From an optimization exercise on the open Yosys and OpenROAD flow, aimed at small area, a short achievable clock period and few clock cycles per item; shortcuts taken in it are not production practice. The RTL was checked by simulation tests, not by an equivalence proof against the original design. Power is estimated from default activity; no workload was simulated.

## deque_top
module deque_top (
	input  logic        clk,
	input  logic        arst_n,
	input  logic        req_valid,
	output logic        req_ready,
	input  logic [2:0]  req_cmd,
	input  logic [31:0] req_value,
	output logic        rsp_valid,
	input  logic        rsp_ready,
	output logic [1:0]  rsp_status,
	output logic [31:0] rsp_popped,
	output logic [31:0] rsp_front,
	output logic [31:0] rsp_rear,
	output logic [4:0]  rsp_occupancy,
	output logic        rsp_empty,
	output logic        rsp_full
);
Settings: LEC_CHECK=0, CAP_MARGIN=20, CORE_MARGIN=2, CORE_UTILIZATION=45, CTS_BUF_LIST=sky130_fd_sc_hd__clkbuf_8, SETUP_SLACK_MARGIN=2.7, SLEW_MARGIN=20, TNS_END_PERCENT=0; clock period 5.0 ns.
standard.sh (not shown) runs the stock make flow with config.mk's settings and CLKGATE_MAP_FILE= SYNTH_SCRIPT=/design/flow/synth_recipe.tcl, a recipe that flattens the netlist after the stock synthesis.
==> flow/flow/run.sh <==
#!/bin/bash
# Layout flow: the standard ORFS flow, with plain buf_2 cells as the
# port buffers instead of the delay cells buffer_ports picks by itself.
set -euo pipefail
cd "$(dirname "$0")/.."
export BUFFER_PORTS_ARGS="-buffer_cell sky130_fd_sc_hd__buf_2"
bash standard.sh finish > flow_standard.log 2>&1
Testbench counts at the start, summed over its fixed seeds: cycles 48,008, commands 48,000.
==> next run, changes <==
--- a/flow/config.mk
+++ b/flow/config.mk
@@ -11,3 +11,3 @@
 export CTS_BUF_LIST = sky130_fd_sc_hd__clkbuf_8
-export SETUP_SLACK_MARGIN = 2.7
+export SETUP_SLACK_MARGIN = 2.5
 export SLEW_MARGIN = 20
The new run produced a clean layout.
Sequential power barely changes.
Cell count came out lower by about 0.5%.
Critical path depth climbs by 1.
Clock-buffer cell count does not change.
Power drops by 1.8%.
Cell area decreases by about 1.1%.
Hold slack gets worse by 7.4 ps.

The RTL this note starts from:
==> flow/design.v <==
`timescale 1ns / 1ps
package cdq_pkg;
	localparam int DATA_W = 32;
	localparam int CMD_W  = 3;
	localparam int STAT_W = 2;
	localparam int OCC_W  = 5;
	localparam logic [CMD_W-1:0] CMD_PUSH_FRONT = 3'd0;
	localparam logic [CMD_W-1:0] CMD_PUSH_REAR  = 3'd1;
	localparam logic [CMD_W-1:0] CMD_POP_FRONT  = 3'd2;
	localparam logic [CMD_W-1:0] CMD_POP_REAR   = 3'd3;
	localparam logic [CMD_W-1:0] CMD_QUERY      = 3'd4;
	localparam logic [STAT_W-1:0] ST_DONE  = 2'd0;
	localparam logic [STAT_W-1:0] ST_FULL  = 2'd1;
	localparam logic [STAT_W-1:0] ST_EMPTY = 2'd2;
	typedef struct packed {
		logic [CMD_W-1:0]         cmd;
		logic signed [DATA_W-1:0] push_value;
	} cdq_req_t;
	typedef struct packed {
		logic [STAT_W-1:0]        status;
		logic signed [DATA_W-1:0] popped_value;
		logic signed [DATA_W-1:0] front_value;
		logic signed [DATA_W-1:0] rear_value;
		logic [OCC_W-1:0]         occupancy;
		logic                     is_empty;
		logic                     is_full;
	} cdq_rsp_t;
	typedef enum logic {
		CDQ_IDLE,
		CDQ_POP
	} cdq_state_t;
endpackage
`timescale 1ns / 1ps
module deque_top (
	input  logic        clk,
	input  logic        arst_n,
	input  logic        req_valid,
	output logic        req_ready,
	input  logic [2:0]  req_cmd,
	input  logic [31:0] req_value,
	output logic        rsp_valid,
	input  logic        rsp_ready,
	output logic [1:0]  rsp_status,
	output logic [31:0] rsp_popped,
	output logic [31:0] rsp_front,
	output logic [31:0] rsp_rear,
	output logic [4:0]  rsp_occupancy,
	output logic        rsp_empty,
	output logic        rsp_full
);
	localparam int RN = 14;    
	localparam int DW = 32;
	logic [4:0]    cnt_q;
	logic          empty_q, n1_q, n2_q;    
	logic [3:0]    rp_h_q, rp_t_q;      
	logic [DW-1:0] ring_q [RN];
	logic [DW-1:0] front_q, rear_q;
	logic          rsp_valid_q;
	logic [1:0]    status_q;
	logic [DW-1:0] popped_q;
	logic          slot_free, run;
	logic [2:0]    cmd;
	logic [DW-1:0] value;
	assign slot_free = !rsp_valid_q || rsp_ready;
	assign req_ready = slot_free;
	assign run       = req_valid && slot_free;
	assign cmd       = req_cmd;
	assign value     = req_value;
	logic is_push, is_pop, at_rear;
	assign is_push = (cmd[2:1] == 2'b00);
	assign is_pop  = (cmd[2:1] == 2'b01);
	assign at_rear = cmd[0];
	logic n1, n2, n3, ge2, full;
	assign n1   = n1_q;
	assign n2   = n2_q;
	assign n3   = (cnt_q == 5'd3);
	assign full = cnt_q[4];
	assign ge2  = !empty_q && !n1;
	logic push_ok, pop_ok, ring_push, ring_pop;
	assign push_ok   = is_push && !full;
	assign pop_ok    = is_pop && !empty_q;
	assign ring_push = push_ok && ge2;
	assign ring_pop  = pop_ok && ge2 && !n2;
	logic [3:0] h_prev, h_next, t_prev, t_next;
	assign h_prev = (rp_h_q == 4'd0)       ? 4'(RN - 1) : rp_h_q - 4'd1;
	assign h_next = (rp_h_q == 4'(RN - 1)) ? 4'd0       : rp_h_q + 4'd1;
	assign t_prev = (rp_t_q == 4'd0)       ? 4'(RN - 1) : rp_t_q - 4'd1;
	assign t_next = (rp_t_q == 4'(RN - 1)) ? 4'd0       : rp_t_q + 4'd1;
	logic [DW-1:0] near_w, far_w;
	assign near_w = at_rear ? rear_q : front_q;
	assign far_w  = at_rear ? front_q : rear_q;
	logic [DW-1:0] pop_w;
	logic [RN-1:0] h_oh, t_oh, rsel;
	always_comb begin
		for (int i = 0; i < RN; i++) begin
			h_oh[i] = !n2 && (rp_h_q == 4'(i));
			t_oh[i] = !n2 && (rp_t_q == 4'(i));
		end
		rsel  = at_rear ? t_oh : h_oh;
		pop_w = far_w & {DW{n2}};
		for (int i = 0; i < RN; i++)
			pop_w = pop_w | (ring_q[i] & {DW{rsel[i]}});
	end
	logic [DW-1:0] end_d;
	always_comb begin
		if (is_push)
			end_d = value;
		else if (pop_ok && ge2)
			end_d = pop_w;
		else
			end_d = '0;
	end
	logic front_ld, rear_ld;
	assign front_ld = empty_q || (push_ok && !at_rear) || (pop_ok && (!at_rear || n1));
	assign rear_ld  = empty_q || (push_ok && at_rear)  || (pop_ok && (at_rear || n1));
	logic [4:0] cnt_d;
	always_comb begin
		cnt_d = cnt_q;
		if (push_ok)
			cnt_d = cnt_q + 5'd1;
		if (pop_ok)
			cnt_d = cnt_q - 5'd1;
	end
	always_ff @(posedge clk or negedge arst_n) begin
		if (!arst_n) begin
			cnt_q       <= '0;
			empty_q     <= 1'b1;
			n1_q        <= 1'b0;
			n2_q        <= 1'b0;
			rp_h_q      <= 4'd0;
			rp_t_q      <= 4'(RN - 1);
			rsp_valid_q <= 1'b0;
		end else begin
			if (run) begin
				cnt_q   <= cnt_d;
				empty_q <= (n1 && pop_ok) || (empty_q && !push_ok);
				n1_q    <= (empty_q && push_ok) || (n2 && pop_ok) || (n1 && !push_ok && !pop_ok);
				n2_q    <= (n1 && push_ok) || (n3 && pop_ok) || (n2 && !push_ok && !pop_ok);
				if (ring_push && !at_rear)
					rp_h_q <= h_prev;
				if (ring_pop && !at_rear)
					rp_h_q <= h_next;
				if (ring_push && at_rear)
					rp_t_q <= t_next;
				if (ring_pop && at_rear)
					rp_t_q <= t_prev;
			end
			if (slot_free)
				rsp_valid_q <= run;
		end
	end
	always_ff @(posedge clk) begin
		if (run && front_ld)
			front_q <= end_d;
		if (run && rear_ld)
			rear_q <= end_d;
		if (run) begin
			popped_q <= near_w & {DW{pop_ok}};
			status_q <= {is_pop && empty_q, is_push && full};
		end
	end
	logic [RN-1:0] we;
	always_comb begin
		for (int i = 0; i < RN; i++)
			we[i] = !full && (h_prev == 4'(i) || t_next == 4'(i));
	end
	for (genvar i = 0; i < RN; i++) begin : g_ring
		always_ff @(posedge clk) begin
			if (we[i])
				ring_q[i] <= near_w;
		end
	end
	assign rsp_valid     = rsp_valid_q;
	assign rsp_status    = status_q;
	assign rsp_popped    = popped_q;
	assign rsp_front     = front_q;
	assign rsp_rear      = rear_q;
	assign rsp_occupancy = cnt_q;
	assign rsp_empty     = empty_q;
	assign rsp_full      = full;
endmodule
export LEC_CHECK = 0
export CAP_MARGIN = 20
export CORE_MARGIN = 2
export CORE_UTILIZATION = 45
export SETUP_SLACK_MARGIN = 2.5
export SLEW_MARGIN = 20
export TNS_END_PERCENT = 0
create_clock -name core_clock -period 5.0 [get_ports {clk}]
Scripts as last shown in full above: flow/flow/run.sh
Testbench counts at the start, summed over its fixed seeds: cycles 48,008, commands 48,000.
Then changed:
Settings changed: CORE_UTILIZATION 45 to 60, CTS_BUF_LIST set to sky130_fd_sc_hd__clkbuf_8, TNS_END_PERCENT 0 to 10.
What happened:
- The new run ran to the end with no violations
- via count went up by a few percent
- power goes down by a few percent
- clock-buffer cell count rises by 18

// deque_top: RTL as listed in full above, without the edits since
export LEC_CHECK = 0
export CAP_MARGIN = 20
export CORE_MARGIN = 2
export CORE_UTILIZATION = 45
export CTS_BUF_LIST = sky130_fd_sc_hd__clkbuf_8
export SETUP_SLACK_MARGIN = 2.5
export SLEW_MARGIN = 20
export TNS_END_PERCENT = 3
create_clock -name core_clock -period 5.0 [get_ports {clk}]
Scripts as last shown in full above: flow/flow/run.sh
The starting point passed the timing, design-rule and antenna checks.
Testbench counts at the start, summed over its fixed seeds: cycles 48,008, commands 48,000.
Then changed:
Settings changed: TNS_END_PERCENT 3 to 10.
The new run produced a clean layout.
Maximum frequency came out lower by about 1.8%.
Wire length came out lower by 4.4%.
Design area came out lower by about 1.2%.
Setup slack is worse by 49 ps.
Core utilization goes down by 0.64 points.
Total power fell by about 3%.
Synthesized cell count is unchanged.
Hold slack gains 16 ps.
Non-clock buffer count went down by 8.
Global-route usage decreases by 0.32 points.

## job 8857
Another version of the RTL of deque_top (not shown whole).
For scale: about 1300 cells after synthesis, ~150 I/O pins.
clock: 5.0 ns
lec_check: 0
cap_margin: 20
core_margin: 2
core_utilization: 70
cts_buf_list: sky130_fd_sc_hd__clkbuf_8
setup_slack_margin: 2.9
slew_margin: 20
tns_end_percent: 10
Scripts as last shown in full above: flow/flow/run.sh
Job 8857 completed; timing, DRC and antenna clean
Testbench counts of job 8857, summed over its fixed seeds: cycles 48,008, commands 48,000.
Here is what was changed in the inputs of job 8177 compared with job 8857.
Settings: changing CORE_UTILIZATION from 70 to 60; changing SETUP_SLACK_MARGIN from 2.9 to 2.5; setting PLACE_DENSITY to 0.75 for the first time.
--- outcome ---
A critical path class of reg -> reg is what job 8177 shows, while in -> out belongs to job 8857.
Compared with job 8857, in job 8177 count of plain and timing-repair buffers in the layout decreased about 20%, routed wire length decreased 5300 um.
Job 8177 against job 8857: clock period minus final worst setup slack increased by 0.21 ns relative to the old numbers; final area decreased by about 3.6% relative to the old numbers; final worst setup slack decreased by 0.21 ns relative to the old numbers; register-to-register slack decreased by 0.23 ns relative to the old numbers.
Inputs modified between job 8177 and job 5503:
Settings: clearing PLACE_DENSITY, which used to be 0.75; swapping 60 for 70 in CORE_UTILIZATION; swapping 10 for 3 in TNS_END_PERCENT; swapping 2.5 for 2.7 in SETUP_SLACK_MARGIN.
==> comparison <==
Job 5503 went all the way through the flow, and no timing, DRC or antenna check failed. Compared with job 8177, job 5503 shows a lower shortest clock period the worst path allows after layout. Delta (job 5503 minus job 8177): cell area increased by 230 um^2 relative to the old numbers; total via count in the routed design has increased; maximum cell stage delay along the critical path decreased by 0.18 ns relative to the old numbers.
Input-level comparison between job 491 and job 5503:
Settings: swapping 70 for 65 in CORE_UTILIZATION; putting PLACE_DENSITY at 0.75 where nothing was set; swapping 2.7 for 2.8 in SETUP_SLACK_MARGIN; swapping 3 for 10 in TNS_END_PERCENT.
### Flow results
- Looking at layout multi-input combinational cell count, job 491 sits about 0.32% lower than job 5503 does.
- Between job 5503 and job 491, the register clock-pin slew on the reported worst setup and hold paths figures differ only marginally.
- Relative to job 5503, job 491 improves worst setup slack.
- Taking job 5503 as the reference point, the final routed wirelength across all metal layers of job 491 rises by 4.8%.
- Against job 5503 as the reference, job 491 delivers a lower critical path depth.
- Looking at clock power across job 491 and job 5503, the one that comes out higher is job 491.
- Against job 5503 as the reference, job 491 delivers a higher maximum frequency.
- The higher total area of multi-input combinational cells came out of job 491.
> inputs changed (job 491 -> job 2134)
Settings: swapping 2.8 for 2.7 in SETUP_SLACK_MARGIN; clearing PLACE_DENSITY, which used to be 0.75.
### Flow results
Job 2134: done, clean on timing, DRC and antenna
The biggest power consumer among the groups comes out combinational logic in one run and registers in the other, namely in job 491 and job 2134 respectively.
Job 2134 vs. job 491: power after layout saw a decrease; internal power of the cells saw a decrease; count of instances resized after the clock tree is built saw a decrease.
Job 2134 reports its critical-path cell with the highest stage delay as sky130_fd_sc_hd__nand2b_4 while job 491 reports sky130_fd_sc_hd__dfstp_2.

-- what the ideal ports hide --
The flow's constraints put no driver on any port. The routed layouts listed below were extracted and timed again, unchanged, in two steps. Step 1 assumes that a clkbuf_16 drives the clock port and a buf_2 every other input. Step 2 adds t to the input delays and takes it off the output delays; t is the mean of the earliest and latest rising clock arrival at the registers after step 1. Input paths then give back, and output paths get back, about the clock's delay inside the block. a / b / c = no drivers / after step 1 / after step 2; a / b = the first two.
run	t (ns)	setup slack, ns	worst hold slack (ns)	latest minus earliest clock arrival (ns)	cell pins on the clock port's net
the first run of note 1	0.722	2.376 / 2.298 / 1.577	0.261 / 0.220 / 0.535	0.031 / 0.031	1
the second run of note 1	0.720	2.356 / 2.253 / 1.533	0.253 / 0.217 / 0.535	0.039 / 0.039	1
the first run of note 2	0.654	2.133 / 2.142 / 1.497	0.348 / 0.311 / 0.527	0.030 / 0.030	1
the second run of note 2	0.696	2.227 / 2.227 / 1.724	0.263 / 0.232 / 0.517	0.028 / 0.028	1
the first run of note 3	0.724	2.323 / 2.323 / 1.621	0.251 / 0.220 / 0.534	0.031 / 0.031	1
the second run of note 3	0.708	2.274 / 2.269 / 1.583	0.268 / 0.234 / 0.556	0.027 / 0.026	1
job 8857	0.679	2.644 / 2.544 / 1.865	0.499 / 0.472 / 0.552	0.034 / 0.034	1
job 8177	0.701	2.430 / 2.430 / 1.788	0.469 / 0.446 / 0.517	0.039 / 0.040	1
job 5503	0.695	2.566 / 2.566 / 1.974	0.474 / 0.449 / 0.493	0.023 / 0.024	1
job 491	0.692	2.579 / 2.483 / 1.792	0.482 / 0.452 / 0.523	0.047 / 0.047	1
job 2134	0.680	2.634 / 2.566 / 1.886	0.508 / 0.478 / 0.525	0.034 / 0.034	1
After both steps setup and hold are still met in every run listed. For the second run of note 1, which loses most, drivers alone change the setup slack by -0.103 ns; drivers and shift together by -0.823 ns.
